Background: an optimization exercise with open tools, aiming at small area and a short achievable clock period. Do not read the settings as production practice. Power is estimated from default activity; no workload was simulated.

==> flow/design.v <==
`timescale 1ns/1ns
`default_nettype none
module enigma_top (
    input  wire       clk,
    input  wire       srstn,
    input  wire       load_i,
    input  wire       encrypt_i,
    input  wire [5:0] code_i,
    output wire [5:0] code_o,
    output wire       code_valid_o
);
    logic             loading_q;
    logic             ready_q;
    logic [63:0][5:0] ring_q;
    logic [63:0]      vld_q;
    logic [5:0]       q_q;
    logic [5:0]       r_q;
    logic             rz_q;
    logic             pend_q;
    logic [5:0]       u_q;
    logic [2:0]       ulo_q;
    logic [2:0]       jlo_q;
    logic [2:0]       d0_q;
    logic [2:0]       d1_q;
    logic             any_q;
    logic             valid_q;
    wire ld_acc  = load_i & ~ready_q;
    wire enc_acc = encrypt_i & ready_q;
    always_ff @(posedge clk) begin
        if (!srstn) begin
            loading_q <= 1'b0;
            ready_q   <= 1'b0;
        end else begin
            loading_q <= load_i & ~ready_q;
            ready_q   <= ready_q | (loading_q & ~load_i);
        end
    end
    always_ff @(posedge clk) begin
        ring_q <= {ring_q[62:0], ld_acc ? code_i : ring_q[63]};
    end
    always_ff @(posedge clk) begin
        if (!srstn) begin
            vld_q <= '0;
        end else begin
            vld_q <= {vld_q[62:0], ld_acc | vld_q[63]};
        end
    end
    always_ff @(posedge clk) begin
        if (ld_acc) begin
            q_q <= 6'd0;
        end else begin
            q_q <= q_q + 6'd1 + {5'd0, enc_acc};
        end
    end
    wire [2:0] x_lo = code_i[2:0];
    wire [2:0] x_hi = code_i[5:3];
    wire [2:0] q_lo = q_q[2:0];
    wire [2:0] q_hi = q_q[5:3];
    wire       brw  = (x_lo >= q_lo);
    logic [7:0]      sel_lo;
    logic [7:0]      eq_hi;
    logic [7:0]      sel_hi;
    logic [7:0][6:0] grp;
    logic [6:0]      fva;
    always_comb begin
        for (int l = 0; l < 8; l++) begin
            sel_lo[l] = (x_lo == 3'(q_lo - 3'(l) - 3'd1));
            eq_hi[l]  = (x_hi == 3'(q_hi - 3'(l)));
        end
        for (int h = 0; h < 8; h++) begin
            sel_hi[h] = brw ? eq_hi[(h + 1) % 8] : eq_hi[h];
        end
        fva = '0;
        for (int h = 0; h < 8; h++) begin
            grp[h] = '0;
            for (int l = 0; l < 8; l++) begin
                grp[h] = grp[h] | ({vld_q[8*h+l], ring_q[8*h+l]} & {7{sel_lo[l]}});
            end
            fva = fva | (grp[h] & {7{sel_hi[h]}});
        end
    end
    wire [5:0] fa = fva[5:0];
    wire       va = fva[6];
    wire [5:0] ra = va ? ~fa : 6'h3f;
    always_ff @(posedge clk) begin
        u_q    <= q_q;
        r_q    <= ra;
        rz_q   <= (ra == 6'd0);
        pend_q <= srstn & enc_acc;
    end
    wire [5:0] u  = u_q;
    wire       rz = rz_q;
    logic [63:0] w;
    always_comb begin
        for (int j = 0; j < 64; j++) begin
            w[j] = vld_q[j] ? (ring_q[j] == r_q) : rz;
        end
    end
    function automatic logic [2:0] msb8(input logic [7:0] v);
        logic [2:0] idx;
        idx[2] = |v[7:4];
        idx[1] = idx[2] ? (|v[7:6]) : (|v[3:2]);
        idx[0] = idx[2] ? (idx[1] ? v[7] : v[5]) : (idx[1] ? v[3] : v[1]);
        msb8 = idx;
    endfunction
    wire [2:0] u_lo = u[2:0];
    wire [2:0] u_hi = u[5:3];
    logic [7:0]      tl;
    logic [7:0]      gbelow;
    logic [7:0]      gat;
    logic [7:0]      aw;
    logic [7:0]      am;
    logic [7:0][2:0] iw;
    logic [7:0][2:0] im;
    logic [7:0]      hv;
    logic [7:0][2:0] hi;
    always_comb begin
        for (int l = 0; l < 8; l++) begin
            tl[l] = (3'(l) <= u_lo);
        end
        for (int g = 0; g < 8; g++) begin
            gbelow[g] = (3'(g) < u_hi);
            gat[g]    = (3'(g) == u_hi);
            aw[g]     = |w[8*g +: 8];
            iw[g]     = msb8(w[8*g +: 8]);
            am[g]     = |(w[8*g +: 8] & tl);
            im[g]     = msb8(w[8*g +: 8] & tl);
            hv[g]     = (gbelow[g] & aw[g]) | (gat[g] & am[g]);
            hi[g]     = gat[g] ? im[g] : iw[g];
        end
    end
    wire       anyh = |hv;
    wire       anyw = |aw;
    wire [2:0] gh   = msb8(hv);
    wire [2:0] gw   = msb8(aw);
    wire [2:0] jhi  = anyh ? gh : gw;
    wire [2:0] jlo  = anyh ? hi[gh] : iw[gw];
    always_ff @(posedge clk) begin
        ulo_q   <= u_lo;
        jlo_q   <= jlo;
        d0_q    <= u_hi - jhi;
        d1_q    <= u_hi - jhi - 3'd1;
        any_q   <= anyw;
        valid_q <= srstn & pend_q;
    end
    wire [2:0] klo = ulo_q - jlo_q;
    wire [2:0] khi = (jlo_q > ulo_q) ? d1_q : d0_q;
    assign code_o       = {khi, klo} & {6{any_q}};
    assign code_valid_o = valid_q;
endmodule
`default_nettype wire
==> flow/config.mk <==
export PLATFORM = sky130hd
export DESIGN_NAME = enigma_top
export DESIGN_NICKNAME = enigma_top
export VERILOG_FILES = /design/flow/design.v
export SDC_FILE = /design/flow/constraint.sdc
export NUM_CORES = 4
export LEC_CHECK = 0
export CAP_MARGIN = 20
export CORE_MARGIN = 2
export CORE_UTILIZATION = 60
export CTS_BUF_LIST = sky130_fd_sc_hd__clkbuf_16
export CTS_CLUSTER_DIAMETER = 100
export CTS_CLUSTER_SIZE = 22
export SETUP_SLACK_MARGIN = 2.5
export SLEW_MARGIN = 20
==> flow/constraint.sdc <==
create_clock -name core_clock -period 6.0 [get_ports {clk}]
set_input_delay 1.2000 -clock core_clock [delete_from_list [all_inputs] [get_ports {clk}]]
set_output_delay 1.2000 -clock core_clock [all_outputs]
set_load 0.01 [all_outputs]
standard.sh (not shown) runs the stock make flow with config.mk's settings and CLKGATE_MAP_FILE= SYNTH_SCRIPT=/design/flow/synth_recipe.tcl, a recipe that flattens the netlist after the stock synthesis.
==> flow/flow/run.sh <==
#!/bin/bash
set -o pipefail
cp standard.sh standard_sh.log
export BUFFER_PORTS_ARGS="-buffer_cell sky130_fd_sc_hd__buf_4"
bash standard.sh > standard.log 2>&1
Change:
--- a/flow/design.v
+++ b/flow/design.v
@@ -19,10 +19,10 @@
     logic             pend_q;
     logic [5:0]       u_q;
     logic [2:0]       ulo_q;
     logic [2:0]       jlo_q;
-    logic [2:0]       d0_q;
-    logic [2:0]       d1_q;
+    logic [2:0]       h0_q;
+    logic [2:0]       h1_q;
     logic             any_q;
     logic             valid_q;
     wire ld_acc  = load_i & ~ready_q;
     wire enc_acc = encrypt_i & ready_q;
@@ -134,18 +134,26 @@
     wire [2:0] gh   = msb8(hv);
     wire [2:0] gw   = msb8(aw);
     wire [2:0] jhi  = anyh ? gh : gw;
     wire [2:0] jlo  = anyh ? hi[gh] : iw[gw];
+    logic [7:0][2:0] hc0;
+    logic [7:0][2:0] hc1;
+    always_comb begin
+        for (int g = 0; g < 8; g++) begin
+            hc0[g] = u_hi - 3'(g);
+            hc1[g] = u_hi - 3'(g) - 3'd1;
+        end
+    end
     always_ff @(posedge clk) begin
         ulo_q   <= u_lo;
         jlo_q   <= jlo;
-        d0_q    <= u_hi - jhi;
-        d1_q    <= u_hi - jhi - 3'd1;
+        h0_q    <= hc0[jhi];
+        h1_q    <= hc1[jhi];
         any_q   <= anyw;
         valid_q <= srstn & pend_q;
     end
     wire [2:0] klo = ulo_q - jlo_q;
-    wire [2:0] khi = (jlo_q > ulo_q) ? d1_q : d0_q;
+    wire [2:0] khi = (jlo_q > ulo_q) ? h1_q : h0_q;
     assign code_o       = {khi, klo} & {6{any_q}};
     assign code_valid_o = valid_q;
 endmodule
 `default_nettype wire
Flip-flop and latch count stays the same. Combinational power is lower by about 5%. Total power came out lower by 1.6%. Worst hold slack gets worse by 0.018 ns. Maximum frequency rose by 4.4%. Global-route usage falls by 1.7 points. First-iteration DRC count goes up by 9.9%. Via count went up by 3.8%. Core utilization fell by 3.1 points. Non-clock buffer count falls by 24.
No run of this note included a check of the RTL's function; only the layout flow was run.

-- afterwards: timing with drivers on the ports --
How much do the figures lean on ideal ports? The routed layouts below were timed once more, with nothing changed but the port constraints. Step 1 sets driving cells, clkbuf_16 on the clock port and buf_2 on the other inputs (assumed; they add their load-dependent delay and slew). Step 2 adds t to the input delays and takes it off the output delays; t is the mean of the earliest and latest rising clock arrival at the registers after step 1. Input paths then give back, and output paths get back, about the clock's delay inside the block. a / b / c = no drivers / after step 1 / after step 2; a / b = the first two.
run | shift t [ns] | slack for setup (ns) | hold WS [ns]
the first run | 0.645 | 2.187 / 2.187 / 1.844 | 0.380 / 0.380 / 0.380
the second run | 0.637 | 2.348 / 2.348 / 1.918 | 0.362 / 0.362 / 0.362
After both steps setup and hold are still met in every run listed. The setup slack of the second run, which loses most, moves by 0.000 ns with the drivers and by -0.430 ns with both steps.
